This is an optimization exercise on Yosys and OpenROAD, whose aim is small area, a short achievable clock period and few clock cycles per item, not a production implementation.
In this exercise RTL edits were held to simulation tests only and were not proved equivalent to the original.
Power figures rest on the tool's default switching activity, not on a simulated workload.

`flow/design.v`:
```
`default_nettype none
package bpn_pkg;
    localparam int SAMPLE_W            = 16;
    localparam int PEAK_W              = SAMPLE_W + 1;
    localparam int FRAC_BITS           = SAMPLE_W - 1;
    localparam int DEFAULT_BLOCK_DEPTH = 64;
    localparam int RING_TAP            = 63;
    localparam int DIV_STEPS           = 1;
    localparam int DIV_STAGES          = (FRAC_BITS + DIV_STEPS - 1) / DIV_STEPS;
    localparam int RING_LEN            = RING_TAP + DIV_STAGES + 3;
    localparam int MAX_BLOCKS          = 6;
    localparam logic signed [SAMPLE_W-1:0] Q_POS_MAX = 16'sh7FFF;
    localparam logic signed [SAMPLE_W-1:0] Q_NEG_MAX = 16'sh8000;
endpackage
`default_nettype wire
`default_nettype none
module bpn_div (
    input  wire logic                        i_clk,
    input  wire logic                        i_rst_n,
    input  wire logic                        i_flush,    
    input  wire logic                        i_valid,
    input  wire logic                        i_sign_out,  
    input  wire logic [bpn_pkg::SAMPLE_W-1:0] i_smp,      
    input  wire logic [bpn_pkg::SAMPLE_W-1:0] i_ndiv,     
    output logic                             o_valid,
    output logic                             o_zero,     
    output logic                             o_full,     
    output logic [bpn_pkg::FRAC_BITS-1:0]    o_quot
);
    localparam int W     = bpn_pkg::SAMPLE_W;      
    localparam int F     = bpn_pkg::FRAC_BITS;     
    localparam int NST   = bpn_pkg::DIV_STAGES;    
    logic             r_v    [NST];
    logic [W-1:0]     r_rem  [NST];      
    logic [W-1:0]     r_ndiv [NST];
    logic [F-1:0]     r_quot [NST];      
    logic         w_sign0;
    logic [W-1:0] w_x0, w_t0;
    assign w_sign0 = i_smp[W-1];
    assign w_x0    = i_smp ^ {W{w_sign0}};
    assign w_t0    = W'({w_x0[W-2:0], w_sign0} + i_ndiv + W'(w_sign0));
    function automatic logic [W-1:0] f_step(input logic [W-1:0] r, input logic [W-1:0] np);
        logic sub;
        sub = !r[W-1];
        f_step = W'({r[W-2:0], 1'b0} + (sub ? np : ~np) + W'(!sub));
    endfunction
    genvar k;
    generate
        for (k = 0; k < NST; k++) begin : g_st
            logic [W-1:0] w_rem;
            logic [F-1:0] w_quot;
            if (k == 0) begin : g_first
                assign w_rem  = w_t0;
                assign w_quot = '0;
                always_ff @(posedge i_clk) begin
                    if (!i_rst_n || i_flush) r_v[k] <= 1'b0;
                    else                     r_v[k] <= i_valid;
                    r_ndiv[k] <= i_ndiv;
                end
            end else begin : g_next
                assign w_rem  = f_step(r_rem[k-1], r_ndiv[k-1]);
                assign w_quot = {r_quot[k-1][F-2:0], !r_rem[k-1][W-1]};
                always_ff @(posedge i_clk) begin
                    if (!i_rst_n || i_flush) r_v[k] <= 1'b0;
                    else                     r_v[k] <= r_v[k-1];
                    r_ndiv[k] <= r_ndiv[k-1];
                end
            end
            always_ff @(posedge i_clk) begin
                r_rem[k]  <= w_rem;
                r_quot[k] <= w_quot;
            end
        end
    endgenerate
    logic r_zero, r_p32k;
    always_ff @(posedge i_clk) begin
        r_zero <= (r_ndiv[NST-2] == '0);
        r_p32k <= (r_ndiv[NST-2] == W'(16'h8000));
    end
    logic [F-1:0] w_q;
    assign w_q = {r_quot[NST-1][F-2:0], !r_rem[NST-1][W-1]};
    assign o_valid = r_v[NST-1];
    assign o_full  = i_sign_out && ((w_q == '0) || ((&w_q) && !r_p32k));
    assign o_zero  = r_zero;
    assign o_quot  = w_q;
endmodule
`default_nettype wire
`default_nettype none
module block_peak_normaliser #(
    parameter int BLOCK_DEPTH = bpn_pkg::DEFAULT_BLOCK_DEPTH
) (
    input  wire logic                          i_clk,
    input  wire logic                          i_rst_n,
    input  wire logic                          i_in_valid,
    output logic                               o_in_ready,
    input  wire logic [bpn_pkg::SAMPLE_W-1:0]  i_in_sample,
    input  wire logic                          i_in_end_of_block,
    output logic                               o_out_valid,
    input  wire logic                          i_out_ready,
    output logic [bpn_pkg::SAMPLE_W-1:0]       o_out_norm_value,
    output logic                               o_out_last,
    output logic                               o_out_silent_block
);
    localparam int W     = bpn_pkg::SAMPLE_W;           
    localparam int F     = bpn_pkg::FRAC_BITS;          
    localparam int N     = bpn_pkg::RING_LEN;
    localparam int TAP   = bpn_pkg::RING_TAP;
    localparam int K     = bpn_pkg::MAX_BLOCKS;
    localparam int PW    = $clog2(N);
    localparam int CW    = $clog2(N + 1);
    localparam int BW    = $clog2(BLOCK_DEPTH);
    localparam int RW    = W + 1;                       
    localparam int KW    = $clog2(K);
    localparam int KC    = $clog2(K + 1);
    localparam int ARR   = TAP + 1 + bpn_pkg::DIV_STAGES;
    function automatic logic [PW-1:0] f_inc(input logic [PW-1:0] x);
        f_inc = (x == PW'(N - 1)) ? '0 : PW'(x + 1'b1);
    endfunction
    function automatic logic [KW-1:0] f_kinc(input logic [KW-1:0] x);
        f_kinc = (x == KW'(K - 1)) ? '0 : KW'(x + 1'b1);
    endfunction
    function automatic logic [W-1:0] f_nmag(input logic [W-1:0] s);
        f_nmag = s[W-1] ? s : W'(~s + 1'b1);
    endfunction
    logic [RW*N-1:0]  r_ring;
    logic [PW-1:0]    r_phw;                
    logic [PW-1:0]    r_dist;               
    logic [PW-1:0]    r_lpt, r_rpt;
    logic [CW-1:0]    r_occl, r_pend;
    logic             r_tk_d;
    logic [W-1:0]     r_desc [K];           
    logic [KW-1:0]    r_wh, r_lh, r_fh;     
    logic [KC-1:0]    r_cwl, r_cwf;         
    logic [KC-1:0]    r_nblkl;              
    logic             r_open;
    logic [BW-1:0]    r_bc;
    logic             r_w1_v, r_w1_first;
    logic [W-1:0]     w_w1_smp;
    logic             w_w1_eob;
    logic [W-1:0]     r_acc;                
    logic             r_p0_v;
    logic [W-1:0]     r_p0_ndiv;
    logic             r_o_v, r_o_last, r_o_zero;
    logic             r_drop_d, r_tlast_d;    
    logic [W-1:0]     r_o_val;
    logic r_in_ready;
    logic w_acc, w_close_in, w_ready_n;
    logic [CW-1:0] w_occ_e;
    logic [KC-1:0] w_nblk_e;
    logic          w_open_n;
    assign o_in_ready = r_in_ready;
    assign w_acc      = i_in_valid && r_in_ready;
    assign w_close_in = i_in_end_of_block || (r_bc == BW'(BLOCK_DEPTH - 1));
    logic          w_sp00, w_sp01, w_sp10, w_sp11, w_space_n;
    assign w_occ_e   = CW'(r_occl + r_w1_v - r_tk_d);
    assign w_nblk_e  = KC'(r_nblkl + (r_w1_v && r_w1_first));
    assign w_sp00   = (w_occ_e <= CW'(N - 1));
    assign w_sp01   = (w_occ_e <= CW'(N - 2));
    assign w_sp10   = (w_occ_e <= CW'(N));
    assign w_sp11   = w_sp00;
    assign w_space_n = w_take ? (w_acc ? w_sp11 : w_sp10) : (w_acc ? w_sp01 : w_sp00);
    assign w_open_n = w_acc ? !w_close_in : r_open;
    assign w_ready_n = (w_acc || (r_dist == PW'(1)) || (w_occ_e == '0))
                    && w_space_n
                    && (w_open_n || ((w_acc && !r_open) ? (w_nblk_e < KC'(K - 1)) : (w_nblk_e < KC'(K))));
    logic [W-1:0] w_nmag, w_npeak;
    logic         w_s1_close;
    assign w_w1_smp = r_ring[W-1:0];
    assign w_w1_eob = r_ring[W];
    logic [W-1:0] w_sacc;
    logic         w_s1_new;
    assign w_nmag     = f_nmag(w_w1_smp);
    assign w_sacc     = W'(w_w1_smp + r_acc);
    assign w_s1_new   = r_w1_first || (w_w1_smp[W-1] ? ({~w_w1_smp[W-1], w_w1_smp[W-2:0]} <= {~r_acc[W-1], r_acc[W-2:0]})
                                                     : !w_sacc[W-1]);
    assign w_npeak    = w_s1_new ? w_nmag : r_acc;
    assign w_s1_close = r_w1_v && w_w1_eob;
    logic w_wr;
    assign w_wr = w_acc;
    logic [PW:0]   w_phs;
    logic [PW-1:0] w_pht;
    assign w_phs = (PW+1)'(r_phw + (TAP + 1));
    assign w_pht = (w_phs >= (PW+1)'(N)) ? PW'(w_phs - N) : PW'(w_phs);
    logic [RW-1:0] w_tap;
    logic          w_launch;
    logic [W-1:0]  w_ldiv;
    assign w_tap    = r_ring[RW*TAP +: RW];
    logic w_closing;
    assign w_closing = w_s1_close && (r_cwl == '0);
    assign w_launch  = (r_phw == r_lpt) && (r_pend != '0) && ((r_cwl != '0) || w_closing)
                    && !r_drop_d;
    assign w_ldiv    = w_closing ? w_npeak : r_desc[r_lh];
    logic              w_dv, w_dfull, w_rsign, w_rzero;
    logic [F-1:0]      w_dquot;
    logic              w_rlast;
    assign w_rsign = r_ring[RW*ARR + W-1];
    assign w_rlast = r_ring[RW*ARR + W];
    bpn_div u_div (
        .i_clk   (i_clk),
        .i_rst_n (i_rst_n),
        .i_flush (w_drop),
        .i_valid (r_p0_v),
        .i_sign_out (w_rsign),
        .i_smp   (r_ring[RW*(TAP+1) +: W]),
        .i_ndiv  (r_p0_ndiv),
        .o_valid (w_dv),
        .o_zero  (w_rzero),
        .o_full  (w_dfull),
        .o_quot  (w_dquot)
    );
    logic         w_arr, w_free, w_take, w_drop;
    logic [W-1:0] w_rval;
    assign w_arr  = w_dv;
    assign w_free = !r_o_v || i_out_ready;
    assign w_take = w_arr && w_free;
    assign w_drop = w_arr && !w_free;
    always_comb begin
        if (w_rzero) begin
            w_rval = '0;
        end else if (w_rsign) begin
            w_rval = w_dfull ? bpn_pkg::Q_NEG_MAX : W'(~{1'b0, w_dquot} + 1'b1);
        end else begin
            w_rval = {1'b0, w_dquot};    
        end
    end
    always_ff @(posedge i_clk) begin
        r_ring <= {r_ring[RW*(N-1)-1:0],
                   w_wr ? {w_close_in, i_in_sample} : r_ring[RW*(N-1) +: RW]};
    end
    always_ff @(posedge i_clk) begin
        if (!i_rst_n) begin
            r_phw  <= '0;
            r_dist <= '0;
            r_lpt  <= '0;
            r_rpt  <= '0;
            r_occl <= '0;
            r_tk_d <= 1'b0;
            r_pend <= '0;
            r_wh   <= '0;
            r_lh   <= '0;
            r_fh   <= '0;
            r_cwl  <= '0;
            r_cwf  <= '0;
            r_nblkl <= '0;
            r_open <= 1'b0;
            r_bc   <= '0;
            r_w1_v <= 1'b0;
            r_in_ready <= 1'b0;
            r_p0_v <= 1'b0;
            r_o_v  <= 1'b0;
            r_drop_d  <= 1'b0;
            r_tlast_d <= 1'b0;
        end else begin
            r_drop_d  <= w_drop;
            r_tlast_d <= w_take && w_rlast;
            r_phw <= f_inc(r_phw);
            r_dist <= w_wr ? '0 : ((r_dist == '0) ? PW'(N - 1) : PW'(r_dist - 1'b1));
            r_w1_v <= w_acc;
            r_in_ready <= w_ready_n;
            r_open <= w_open_n;
            if (w_acc) begin
                r_bc   <= w_close_in ? '0 : BW'(r_bc + 1'b1);
            end
            r_nblkl <= KC'(w_nblk_e - r_tlast_d);
            if (w_s1_close) begin
                r_wh <= f_kinc(r_wh);
            end
            r_cwf <= KC'(r_cwf + w_s1_close - r_tlast_d);
            r_occl <= w_occ_e;
            r_tk_d <= w_take;
            if (w_take) begin
                r_rpt <= f_inc(r_rpt);
                if (w_rlast) r_fh <= f_kinc(r_fh);
            end
            if (r_drop_d) begin
                r_lpt  <= r_rpt;
                r_lh   <= r_fh;
                r_cwl  <= KC'(r_cwf + w_s1_close - r_tlast_d);
                r_pend <= w_occ_e;
            end else begin
                r_pend <= CW'(r_pend + r_w1_v - w_launch);
                if (w_launch) begin
                    r_lpt <= f_inc(r_lpt);
                    if (w_tap[W]) r_lh <= f_kinc(r_lh);
                end
                r_cwl <= KC'(r_cwl + w_s1_close - (w_launch && w_tap[W]));
            end
            if (w_wr && w_occ_e == '0) begin
                r_rpt <= w_pht;
                r_lpt <= w_pht;
            end
            r_p0_v <= w_launch && !w_drop;
            if (w_take) begin
                r_o_v <= 1'b1;
            end else if (i_out_ready) begin
                r_o_v <= 1'b0;
            end
        end
        r_w1_first <= !r_open;
        if (r_w1_v) r_acc <= w_npeak;
        if (w_s1_close) r_desc[r_wh] <= w_npeak;
        r_p0_ndiv <= w_ldiv;
        if (w_take) begin
            r_o_val  <= w_rval;
            r_o_last <= w_rlast;
            r_o_zero <= w_rzero;
        end
    end
    assign o_out_valid        = r_o_v;
    assign o_out_norm_value   = r_o_val;
    assign o_out_last         = r_o_last;
    assign o_out_silent_block = r_o_zero;
endmodule
`default_nettype wire
```
`flow/flow/run.sh`:
```
#!/bin/bash
set -euo pipefail
bash standard.sh SETUP_SLACK_MARGIN=6.6 place > flow_make_place.log 2>&1
openroad -no_init -exit flow/swap_ports.tcl > swap_ports.log 2>&1
bash standard.sh SETUP_SLACK_MARGIN=6.6 finish > flow_make.log 2>&1
```
`flow/flow/swap_ports.tcl`:
```
# Swap the port buffers that buffer_ports placed (a slow delay-style buffer
# on sky130hd) for plain buf_4 cells, which are narrower, at the same spot.
set res orfs/results/sky130hd/block_peak_normaliser/base
read_db $res/3_place.odb
set db [ord::get_db]
set block [ord::get_db_block]
set m [$db findMaster sky130_fd_sc_hd__buf_4]
set n 0
foreach i [$block getInsts] {
  set name [$i getName]
  if {[regexp {^(input|output)[0-9]+$} $name]} {
    set old [[$i getMaster] getName]
    if {[string match "*clkdlybuf*" $old] || [string match "*dlygate*" $old]} {
      $i swapMaster $m
      incr n
      puts "swapped $name $old"
    }
  }
}
puts "swapped $n port buffers"
write_db $res/3_place.odb
```
`flow/standard.sh`:
```
#!/bin/bash
# synth_recipe.tcl (not shown) runs the flow's synth.tcl, then flattens the netlist and writes it again
# the make line also repeats each setting of config.mk as NAME=value (left out here)
make -C /OpenROAD-flow-scripts/flow DESIGN_CONFIG=/design/flow/config.mk WORK_HOME=/design/flow/orfs CLKGATE_MAP_FILE= SYNTH_SCRIPT=/design/flow/synth_recipe.tcl "${@:-finish}"
```
`flow/config.mk`:
```
export PLATFORM = sky130hd
export DESIGN_NAME = block_peak_normaliser
export DESIGN_NICKNAME = block_peak_normaliser
export VERILOG_FILES = /design/flow/design.v
export SDC_FILE = /design/flow/constraint.sdc
export NUM_CORES = 4
export LEC_CHECK = 0
export CAP_MARGIN = 20
export CORE_MARGIN = 2
export CORE_UTILIZATION = 40
export CTS_CLUSTER_DIAMETER = 100
export CTS_CLUSTER_SIZE = 28
export SLEW_MARGIN = 20
```
`flow/constraint.sdc`:
```
create_clock -name core_clock -period 10.0 [get_ports {i_clk}]
set_input_delay 2.0000 -clock core_clock [delete_from_list [all_inputs] [get_ports {i_clk}]]
set_output_delay 2.0000 -clock core_clock [all_outputs]
set_load 0.01 [all_outputs]
```
==> summary.md, run 1 <==
| Metric | Value |
|---|---|
| Syn_area_per_cell | `13.7 µm²` |
| Dpl cell area | `roughly 0.065 mm²` |
| Nets | `4951` |
| Power per cell area | `between 300 and 400 mW/mm²` |
| Post-Synth XOR/XNOR Area | `6.75%` |
| Final instance area | `0.0678 mm²` |
| Starting Density | `between 40% and 50%` |
| Slew at the pin closest to its max-slew limit | `1050 ps` |
| Top Ports | `41` |
| Max transition margin | `30.2%` |
| Initial antenna violation count | `8` |
| Startpoint Class | `register` |
| Post-synth cell types | `77` |
| Post-DRT Antenna Nets | `0` |
| CTS buffer count | `89` |
| Placed insts | `6562` |
| Final worst-path cycle share | `between 30% and 40%` |
| Arrival time at the worst endpoint | `1320 ps` |
| Post-DP HPWL | `62700 µm` |
| Critical-path cell list | `buf_4` |
| Vias/cell | `~4.5` |
| Multiplexer share of the synthesized area | `approximately 1.6%` |
| Fill cells | `13900` |
| VDD IR max | `0.227 mV` |
| Final total power | `about 21 mW` |
| Commonest non-fill, non-tap cells in the layout | `dfxtp_1 (2037), xor2_1 (300), ha_1 (293), nor2_1 (187), xnor2_1 (180)` |
| CP Class | `register to output port` |
| Core area | `0.154 mm²` |
| Largest net degree at the start of global routing | `49` |
| Hold Slack | `300 ps` |
| P&R area growth vs syn | `8.83%` |
| Area of the mapped netlist | `0.0623 mm²` |
| CP required | `8000 ps` |
| Initial DRC count | `1313` |
| Max-cap violations | `0` |
| Simple-gate share of the synthesized area | `5.28%` |
| Die Y | `399 µm` |
| Outcome | `finished clean` |
| Post-synth EDFFs | `130` |
| Most common cell after layout, fill and taps aside | `dfxtp_1` |
| RSZ-0062 raised after global routing | `true` |
| First-pass GRT wire length | `154000 µm` |
| CP max stage delay | `430 ps` |
| Compound-Gate Fraction of Synth Area | `6.69%` |
| Mapped Cells | `4532` |
| CTS tree | `yes` |
| Drc violations | `0` |
| Worst setup EP type | `output port` |
| Vias in the first global route | `roughly 30000` |
| CP max-delay cell | `dfxtp_1` |
| Crit-path max FO | `3` |
| Synth warn | `6` |
| Register area share after synthesis | `a little under three quarters` |
| Share of layout cells above drive strength 1 | `approximately 5.6%` |
| Max H-tree Level | `3` |
| CTS max path bufs | `3` |
| WL/cell | `~14 µm` |
| Number of synthesized register bits | `roughly 2200` |
| Via count | `30200` |
| Core Rows | `144` |
| Leak | `roughly 27 nW` |
| Root buf cell | `clkbuf_16` |
| Clock-pin slew on the worst setup and hold paths | `100 ps` |
| Slew Viols, Final | `0` |
| Die X | `399 µm` |
| TritonRoute pass-1 iters | `7` |
| Port Buffers | `40` |
| Sink Count | `roughly 2200` |
| Tightest Hold Check Type | `register to register` |
| Die area | `0.159 mm²` |
| Syn_nets | `4864` |
| Final worst path period need | `3320 ps` |
| Number of hold violations in the final report | `0` |
| Clock skew | `roughly 35 ps` |
| Crit path max-delay family | `flip-flops` |
| Highest clock rate | `301 MHz` |
| Primary FF master, synth | `dfxtp_1` |
| GRT Residual Overflow | `0` |
| Main combinational cell family by area after synthesis | `XOR/XNOR gates` |
| GR Util All Layers | `around an eighth` |
| Setup tns final | `0 ps` |
| Fin cells | `6687` |
| Final wirelength | `between 90000 and 100000 µm` |
| Async S/R FF share, synth | `0%` |
| Later-pin clock latency in the skew report | `740 ps` |
| Fraction of the mapped netlist area in adder cells | `6.48%` |
| Routability congestion estimate | `between 0.7 and 0.8` |
| Final setup viols | `0` |
| Number of buffers and inverters on the critical path | `1` |
cell usage after synthesis, drive strengths merged (32+ instances only):
| cell type | n | area [µm²] |
|---|---|---|
| xor2 | 300 | 2630 |
| a211oi | 36 | 270 |
| xnor2 | 180 | 1580 |
| nor3 | 58 | 295 |
| dfxtp | 2042 | 40900 |
| a21oi | 171 | 856 |
| nor2 | 188 | 706 |
| nor4 | 34 | 219 |
| mux2i | 37 | 370 |
| edfxtp | 130 | 3900 |
| and2 | 53 | 332 |
| inv | 138 | 518 |
| a21o | 69 | 518 |
| nand2 | 136 | 510 |
| a31oi | 32 | 200 |
| o21ai | 87 | 435 |
| nand3 | 44 | 220 |
| ha | 293 | 3670 |
| clkbuf | 67 | 251 |
through the flow:
stage / setup slack [ps] / util [%]
2_1_floorplan: 6640 / -
3_3_place_gp: 4900 / 42.2
3_5_place_dp: 4910 / 42.2
4_1_cts: 6620 / 43.8
5_1_grt: 6510 / 43.9
6_report: 6680 / 43.9
metal layers:
metal	track usage [%]	up-vias	part of all wire (%)
met5	0	-	0.023
met4	3.40	4	2.5
met3	2.17	132	3.5
met2	19.1	310	44
met1	16.3	14300	50
li1	-	15400	-
registers in the layout, summed over array words and instances, names as in the netlist, 6 cells and up, named ones only:
| register | flops |
|---|---|
| r_o_val | 16 |
| u_div.r_ndiv | 224 |
| r_p0_ndiv | 16 |
| r_rpt | 7 |
| u_div.r_v | 15 |
| r_occl | 7 |
| r_pend | 7 |
| r_acc | 16 |
| r_lpt | 7 |
| r_ring | 1377 |
| u_div.r_rem | 225 |
| u_div.r_quot | 105 |
| r_bc | 6 |
| r_phw | 7 |
| r_dist | 7 |
| r_desc | 96 |
what timing repair did:
action,in CTS,in global routing
endpoints found under the hold margin,0,0
resized for setup,17,15
pin swaps,2,3
setup buffers,4,4
cloned,1,1
hold buffers,0,0
setup endpoints to repair,143,108
where the power goes:
| part | switching [mW] | internal, mW | leakage (nW) |
|---|---|---|---|
| Sequential | 0.449 | 10.0 | 17.9 |
| Clock | 2.52 | 1.68 | 1.21 |
| Combinational | 3.48 | 3.01 | 8.33 |
| Total | 6.45 | 14.7 | 27.5 |
final cells by class:
type / count / area (µm²) / share of cell area [%]
inverter: 139 / 523 / 0.771
tap: 2044 / 2560 / 3.77
clock buffer: 102 / 2300 / 3.39
clock inverter: 11 / 200 / 0.295
multi-input combinational: 2145 / 16900 / 24.9
timing repair buffer: 72 / 578 / 0.852
sequential: 2172 / 44800 / 66.1
antenna: 2 / 5.00 / 0.00738
cells by family (layout without fill, tap and decap cells):
group / Yosys count / count (layout)
simple gates: 664 / 665
xor+xnor: 480 / 480
buf+inv: 216 / 324
mux: 72 / 72
other cells: 0 / 2
fa+ha+maj: 312 / 312
flops: 2172 / 2172
compound gates: 616 / 616
path summary, 6_finish.rpt:
path,start,endpoint,slack (ps),cells past startpoint
max,r_in_ready$_SDFF_PN0_,o_in_ready,6680,1
min,r_ring[904]$_DFF_P_,r_ring[921]$_DFF_P_,300,0
max reg2reg,r_pend[2]$_SDFF_PN0_,r_pend[6]$_SDFF_PN0_,6770,16
min reg2reg,r_ring[904]$_DFF_P_,r_ring[921]$_DFF_P_,300,0
Testbench counts, summed over its fixed seeds: cycles 4,152, items 3,504.
==> run 2: changes to the inputs <==
--- a/flow/config.mk
+++ b/flow/config.mk
@@ -9,5 +9,5 @@
 export CORE_MARGIN = 2
 export CORE_UTILIZATION = 40
 export CTS_CLUSTER_DIAMETER = 100
-export CTS_CLUSTER_SIZE = 28
+export CTS_CLUSTER_SIZE = 32
 export SLEW_MARGIN = 20
==> summary.md, run 2 <==
| Metric | Value |
|---|---|
| Outcome | `finished clean` |
| Top-count cell post-synth | `dfxtp_1` |
| Post-synth cell types | `77 (unchanged)` |
| Leading post-synthesis cells by cell area | `dfxtp_1 (66%), edfxtp_1 (6.3%), ha_1 (5.9%)` |
| CP max stage delay | `390 ps (-40 ps)` |
| Post-synth EDFFs | `130 (unchanged)` |
| Commonest non-fill, non-tap cells in the layout | `dfxtp_1 (2033), xor2_1 (300), ha_1 (293), nor2_1 (187), xnor2_1 (180)` |
| Number of buffers and inverters on the critical path | `1 (unchanged)` |
| Slew at the pin closest to its max-slew limit | `1080 ps (+29.5 ps)` |
| Final setup viols | `0 (unchanged)` |
| P&R area growth vs syn | `8.61%` |
| CP Class | `register to output port` |
| Primary FF master, synth | `dfxtp_1` |
| Crit path depth | `1 (unchanged)` |
| Startpoint Class | `register` |
| Die Y | `399 µm (unchanged)` |
| VDD IR max | `0.172 mV (-24%)` |
| Tightest Hold Check Type | `register to register` |
| Leak | `27.4 nW (-0.31%)` |
| Power per cell area | `310 mW/mm² (-0.54%)` |
| Fill cells | `13900 (+0.086%)` |
| Dpl cell area | `0.0652 mm² (unchanged)` |
| Syn_area_per_cell | `13.7 µm² (unchanged)` |
| Crit path max-delay family | `flip-flops` |
| Nets | `4942 (-0.18%)` |
| Port Buffers | `40 (unchanged)` |
| Top Registers | `r_ring x1377, u_div.r_rem x225, u_div.r_ndiv x224` |
| Core Rows | `144 (unchanged)` |
| Max reg flops | `1377 (unchanged)` |
| Clock-pin slew on the worst setup and hold paths | `120 ps (+20 ps)` |
| Hold Slack | `311 ps (+10.9 ps)` |
| Placed insts | `6562 (unchanged)` |
| Final WS setup | `6750 ps (+72.2 ps)` |
| CP endpoint | `o_out_norm_value[12]` |
| Leading area contributor after synthesis | `dfxtp_1` |
| Flop2flop setup slack | `6800 ps (+30 ps)` |
| CP startpoint | `r_o_val[12]$_SDFFCE_PP0P_` |
| Final worst-path cycle share | `32.5% (-0.72 points)` |
| Area of the mapped netlist | `0.0623 mm² (unchanged)` |
| Max H-tree Level | `3 (unchanged)` |
| Die X | `399 µm (unchanged)` |
| Post-DP HPWL | `62700 µm (unchanged)` |
| GR Util All Layers | `11.8% (-0.096 points)` |
| Mapped Cells | `4532 (unchanged)` |
| Via count | `30000 (-0.64%)` |
| Clock skew | `49.9 ps (+15.4 ps)` |
| RSZ-0062 raised after global routing | `false` |
| CP max-delay cell | `edfxtp_1` |
| Worst setup EP type | `output port` |
| Highest clock rate | `308 MHz (+2.2%)` |
| Critical R2R Capture | `r_desc[2][11]$_DFFE_PP_` |
| Initial antenna violation count | `8 (unchanged)` |
| Fin cells | `6680 (-0.10%)` |
| Final instance area | `0.0677 mm² (-0.20%)` |
| GRT Residual Overflow | `0 (unchanged)` |
| CTS buffer count | `79 (-11%)` |
| Number of hold violations in the final report | `0 (unchanged)` |
| CTS tree | `yes` |
| Async S/R FF share, synth | `0% (unchanged)` |
| Reg2Reg Depth | `11 (-5)` |
| Later-pin clock latency in the skew report | `750 ps (about the same)` |
| Sink Count | `2172 (unchanged)` |
| Post-synth top cells | `dfxtp_1 (2042), xor2_1 (300), ha_1 (293)` |
| Slew Viols, Final | `0 (unchanged)` |
| Hold depth | `0 (unchanged)` |
| RR Startpoint | `r_acc[9]$_DFFE_PP_` |
| Starting Density | `40.4% (unchanged)` |
| Root buf cell | `clkbuf_16` |
| Initial DRC count | `1182 (-10%)` |
| Top Ports | `41 (unchanged)` |
| Drc violations | `0 (unchanged)` |
| Largest Register | `r_ring` |
| Final wirelength | `92500 µm (-0.62%)` |
| TritonRoute pass-1 iters | `5 (-2)` |
| First-pass GRT wire length | `152000 µm (-0.74%)` |
| CP required | `8000 ps (about the same)` |
| Max transition margin | `28.3% (-2.0 points)` |
| # hold bufs at CTS | `0 (unchanged)` |
| Final total power | `21.0 mW (-0.74%)` |
| Place WS | `4910 ps (unchanged)` |
| Core area | `0.154 mm² (unchanged)` |
| Max-cap violations | `0 (unchanged)` |
| Register area share after synthesis | `71.9% (unchanged)` |
| WL/cell | `13.9 µm (-0.52%)` |
| Syn_nets | `4864 (unchanged)` |
| Final core occ | `43.8% (-0.090 points)` |
| Number of synthesized register bits | `2172 (unchanged)` |
| Critical-path cell list | `buf_4` |
| Die area | `0.159 mm² (unchanged)` |
| Post-synth top area share | `65.6% (unchanged)` |
| Synth warn | `6 (unchanged)` |
| Most common cell after layout, fill and taps aside | `dfxtp_1` |
| Post-DRT Antenna Nets | `0 (unchanged)` |
| Crit-path max FO | `1 (-2)` |
| Share of layout cells above drive strength 1 | `5.63% (+0.030 points)` |
| Largest net degree at the start of global routing | `49 (unchanged)` |
| Arrival time at the worst endpoint | `1250 ps (-70 ps)` |
| CTS max path bufs | `3 (unchanged)` |
| Vias in the first global route | `29900 (-0.48%)` |
| Final worst path period need | `3250 ps (-72.2 ps)` |
| Vias/cell | `4.49 (-0.54%)` |
| HP Start | `r_ring[118]$_DFF_P_` |
| Routability congestion estimate | `0.789 (unchanged)` |
| Setup tns final | `0 ps (unchanged)` |
-- run 2: metal layers --
metal | share of wire [%] | GRT usage, % | up-vias | wire, µm
li1 | - | - | 15400 | -
met1 | 50 | 16.2 | 14100 | 46600
met2 | 44 | 19.0 | 291 | 40800
met3 | 3.3 | 2.19 | 126 | 3060
met4 | 2.2 | 3.05 | 4 | 1990
met5 | 0.024 | 0 | - | 22
-- run 2: cell type report --
class                           count  area [µm²]  share of cell area [%]
Antenna cell                        2        5.00                 0.00739
Clock buffer                       89        2010                    2.98
Timing Repair Buffer               73         586                   0.865
Tap cell                         2044        2560                    3.78
Inverter                          139         524                   0.775
Multi-Input combinational cell   2145       16900                    25.0
Clock inverter                     16         297                   0.438
Sequential cell                  2172       44800                    66.2
-- run 2: how the worst min path moves through the flow --
stage                           end  slack [ps]
2_1_floorplan  r_ring[1000]$_DFF_P_         310
3_3_place_gp   r_ring[1173]$_DFF_P_         310
3_5_place_dp   r_ring[1087]$_DFF_P_         310
4_1_cts        r_ring[1068]$_DFF_P_         310
5_1_grt         r_ring[437]$_DFF_P_         310
6_report        r_ring[135]$_DFF_P_         310
-- run 2: repair_timing --
action                                  4_1_cts  5_1_grt
gates cloned                                  1        1
endpoints found under the setup margin      145      109
buffers inserted                              4        5
pin swaps                                     3        5
gates resized for setup                      18       24
-- run 2: kinds of logic after synthesis --
family	share of synthesized area [%]
compound gates	6.69
xor+xnor	6.75
fa+ha+maj	6.48
buf+inv	1.33
flops	71.9
mux	1.60
simple gates	5.28
-- run 2: power breakdown --
part,internal (mW),switching [mW],leakage (nW),total [mW]
sequential,10.0,0.447,17.9,10.5
combinational,3.02,3.48,8.34,6.50
clock,1.55,2.48,1.11,4.03
total,14.6,6.41,27.4,21.0
==> run 3: changes to the inputs <==
==> flow/flow/run.sh (replaced) <==
#!/bin/bash
set -euo pipefail
bash standard.sh SETUP_SLACK_MARGIN=6.75 place > flow_make_place.log 2>&1
openroad -no_init -exit flow/swap_ports.tcl > swap_ports.log 2>&1
bash standard.sh SETUP_SLACK_MARGIN=6.75 finish > flow_make.log 2>&1
--- a/flow/config.mk
+++ b/flow/config.mk
@@ -9,5 +9,5 @@
 export CORE_MARGIN = 2
 export CORE_UTILIZATION = 40
 export CTS_CLUSTER_DIAMETER = 100
-export CTS_CLUSTER_SIZE = 32
+export CTS_CLUSTER_SIZE = 28
 export SLEW_MARGIN = 20
==> summary.md, run 3 <==
| Metric | Value |
|---|---|
| Die Y | `399 µm (unchanged)` |
| CTS max path bufs | `3 (unchanged)` |
| Startpoint Class | `register` |
| Power per cell area | `311 mW/mm² (about the same)` |
| Syn_area_per_cell | `13.7 µm² (unchanged)` |
| Later-pin clock latency in the skew report | `740 ps (about the same)` |
| Critical-path cell list | `buf_6` |
| RSZ-0062 raised after global routing | `true` |
| Drc violations | `0 (unchanged)` |
| Port Buffers | `40 (unchanged)` |
| Routability congestion estimate | `0.826 (+4.7%)` |
| WL met3 | `2790 µm (-8.6%)` |
| Max transition margin | `27.3% (-0.95 points)` |
| Largest net degree at the start of global routing | `49 (unchanged)` |
| Post-synth top area share | `65.6% (unchanged)` |
| WL/cell | `13.8 µm (-0.41%)` |
| Largest Register | `r_ring` |
| Initial antenna violation count | `7 (-1)` |
| Die X | `399 µm (unchanged)` |
| Commonest non-fill, non-tap cells in the layout | `dfxtp_1 (2025), xor2_1 (300), ha_1 (293), nor2_1 (187), xnor2_1 (180)` |
| Via count | `29900 (-0.11%)` |
| Flop2flop setup slack | `6890 ps (+90 ps)` |
| Synth warn | `6 (unchanged)` |
| Final total power | `21.1 mW (+0.36%)` |
| Tightest Hold Check Type | `register to register` |
| Leading area contributor after synthesis | `dfxtp_1` |
| Top Ports | `41 (unchanged)` |
| Worst setup EP type | `output port` |
| DR top layer | `met5` |
| Number of buffers and inverters on the critical path | `1 (unchanged)` |
| Final worst path period need | `3270 ps (+25.2 ps)` |
| Number of synthesized register bits | `2172 (unchanged)` |
| Core area | `0.154 mm² (unchanged)` |
| Post-synth EDFFs | `130 (unchanged)` |
| Area of the mapped netlist | `0.0623 mm² (unchanged)` |
| Vias/cell | `4.48 (-0.26%)` |
| Initial DRC count | `1456 (+23%)` |
| Sink Count | `2172 (unchanged)` |
| CTS buffer count | `87 (+10%)` |
| Max H-tree Level | `3 (unchanged)` |
| CP Class | `register to output port` |
| Vias in the first global route | `29500 (-1.2%)` |
| Share of layout cells above drive strength 1 | `5.99% (+0.35 points)` |
| Arrival time at the worst endpoint | `1270 ps (+20 ps)` |
| Highest clock rate | `306 MHz (-0.77%)` |
| Post-DRT Antenna Nets | `0 (unchanged)` |
| Core Rows | `144 (unchanged)` |
| Routed wire length on met2 | `40800 µm (about the same)` |
| Post-synth cell types | `77 (unchanged)` |
| Final setup viols | `0 (unchanged)` |
| VDD IR max | `0.176 mV (+2.0%)` |
| CP max stage delay | `400 ps (about the same)` |
| Final wirelength | `92300 µm (-0.26%)` |
| CP max-delay cell | `edfxtp_1` |
| Async S/R FF share, synth | `0% (unchanged)` |
| Outcome | `finished clean` |
| Setup tns final | `0 ps (unchanged)` |
| Slew at the pin closest to its max-slew limit | `1090 ps (+14.2 ps)` |
| GRT Residual Overflow | `0 (unchanged)` |
| Clock skew | `37.5 ps (-12.5 ps)` |
| First-pass GRT wire length | `151000 µm (-0.88%)` |
| Post-synth top cells | `dfxtp_1 (2042), xor2_1 (300), ha_1 (293)` |
| Slew Viols, Final | `0 (unchanged)` |
| CTS tree | `yes` |
| P&R area growth vs syn | `8.95%` |
| Syn_nets | `4864 (unchanged)` |
| Fill cells | `14000 (+0.20%)` |
| # hold bufs at CTS | `0 (unchanged)` |
| Max-cap violations | `0 (unchanged)` |
| Starting Density | `40.4% (unchanged)` |
| Post-DP HPWL | `62100 µm (-0.97%)` |
| Wire length on met1 | `46900 µm (+0.60%)` |
| GR Util All Layers | `11.7% (-0.059 points)` |
| Clock-pin slew on the worst setup and hold paths | `100 ps (-20 ps)` |
| Final worst-path cycle share | `32.7% (+0.25 points)` |
| Max reg flops | `1377 (unchanged)` |
| CP required | `8000 ps (about the same)` |
| Crit path max-delay family | `flip-flops` |
| Top Registers | `r_ring x1377, u_div.r_rem x225, u_div.r_ndiv x224` |
| Most common cell after layout, fill and taps aside | `dfxtp_1` |
| Number of hold violations in the final report | `0 (unchanged)` |
| Leak | `27.5 nW (+0.31%)` |
| TritonRoute pass-1 iters | `8 (+3)` |
| Mapped Cells | `4532 (unchanged)` |
| Register area share after synthesis | `71.9% (unchanged)` |
| Die area | `0.159 mm² (unchanged)` |
| Primary FF master, synth | `dfxtp_1` |
| Crit-path max FO | `1 (unchanged)` |
| Nets | `4953 (+0.22%)` |
| Top-count cell post-synth | `dfxtp_1` |
| Root buf cell | `clkbuf_16` |
| Leading post-synthesis cells by cell area | `dfxtp_1 (66%), edfxtp_1 (6.3%), ha_1 (5.9%)` |
-- run 3: final cells by class --
type / instances / area, µm² / area share (%)
sequential: 2172 / 44800 / 66.0
clock inverter: 10 / 190 / 0.280
multi-input combinational: 2145 / 16900 / 24.9
tap: 2044 / 2560 / 3.77
inverter: 139 / 527 / 0.776
antenna: 2 / 5.00 / 0.00737
clock buffer: 102 / 2230 / 3.29
timing repair buffer: 76 / 637 / 0.938
-- run 3: where the power goes --
group | leakage [nW] | switching [mW] | internal, mW
clock | 1.17 | 2.47 | 1.63
sequential | 17.9 | 0.445 | 10.0
combinational | 8.37 | 3.49 | 3.02
total | 27.5 | 6.41 | 14.7
-- run 3: per-layer routing --
layer | global-route usage (%) | vias up
met4 | 2.87 | 4
met3 | 2.25 | 125
li1 | - | 15400
met1 | 16.1 | 14100
met5 | 0 | -
met2 | 19.0 | 262
-- run 3: final timing paths --
check | startpoint | endpoint | cells after the start
setup / recovery | r_o_val[2]$_SDFFCE_PP0P_ | o_out_norm_value[2] | 1
hold / removal | u_div.r_quot[10][2]$_DFF_P_ | u_div.r_quot[11][3]$_DFF_P_ | 0
setup reg to reg | r_pend[2]$_SDFF_PN0_ | r_lh[2]$_SDFFE_PN0P_ | 9
hold reg to reg | u_div.r_quot[10][2]$_DFF_P_ | u_div.r_quot[11][3]$_DFF_P_ | 0
-- run 3: per-stage QoR --
stage,instance area (µm²),instances,worst slack (ps),util [%],hold slack (ps)
floorplan,62300,4532,6760,-,310
global placement,65200,6561,5290,42.2,310
detailed placement,65200,6561,5310,42.2,312
CTS,67700,6680,6650,43.8,296
global route,67900,6688,6630,44.0,304
finish,67900,6690,6730,44.0,305
-- run 3: cell families after synthesis --
logic type / synth area share (%)
AO/OA/AOI/OAI: 6.69
XOR/XNOR: 6.75
adder cells (fa/ha/maj): 6.48
buffers and inverters: 1.33
flip-flops: 71.9
multiplexers: 1.60
AND/OR/NAND/NOR: 5.28
-- run 3: what timing repair did --
action | CTS | global route
pin swaps | 4 | 5
cloned | 1 | 0
setup buffers | 6 | 8
setup endpoints to repair | 180 | 160
gates resized for setup | 20 | 46

==> re-timing with driven ports <==
No port has a modelled driver above. Below, the same layouts with a new extraction and two added sets of constraints.
Step 1, drivers: a clkbuf_16 drives i_clk and a buf_2 each remaining input, both assumed.
Step 2 also shifts input and output timing later by t, the mid clock arrival at the registers, as if the neighbouring blocks saw the same clock.
Slacks: no drivers / after step 1 / after step 2; pairs: no drivers / after step 1.
run	shift t [ns]	setup slack, ns	worst setup path after step 2	latest minus earliest clock arrival (ns)	worst register clock-pin slew, ns
run 1	0.796	6.681 / 6.608 / 6.075	input to register	0.055 / 0.055	0.12 / 0.12
run 2	0.792	6.754 / 6.685 / 6.020	input to register	0.051 / 0.050	0.12 / 0.12
run 3	0.798	6.728 / 6.655 / 6.260	input to register	0.049 / 0.049	0.11 / 0.11
After both steps setup and hold are still met in every run listed. For run 2, which loses most, drivers alone change the setup slack by -0.069 ns; drivers and shift together by -0.734 ns.
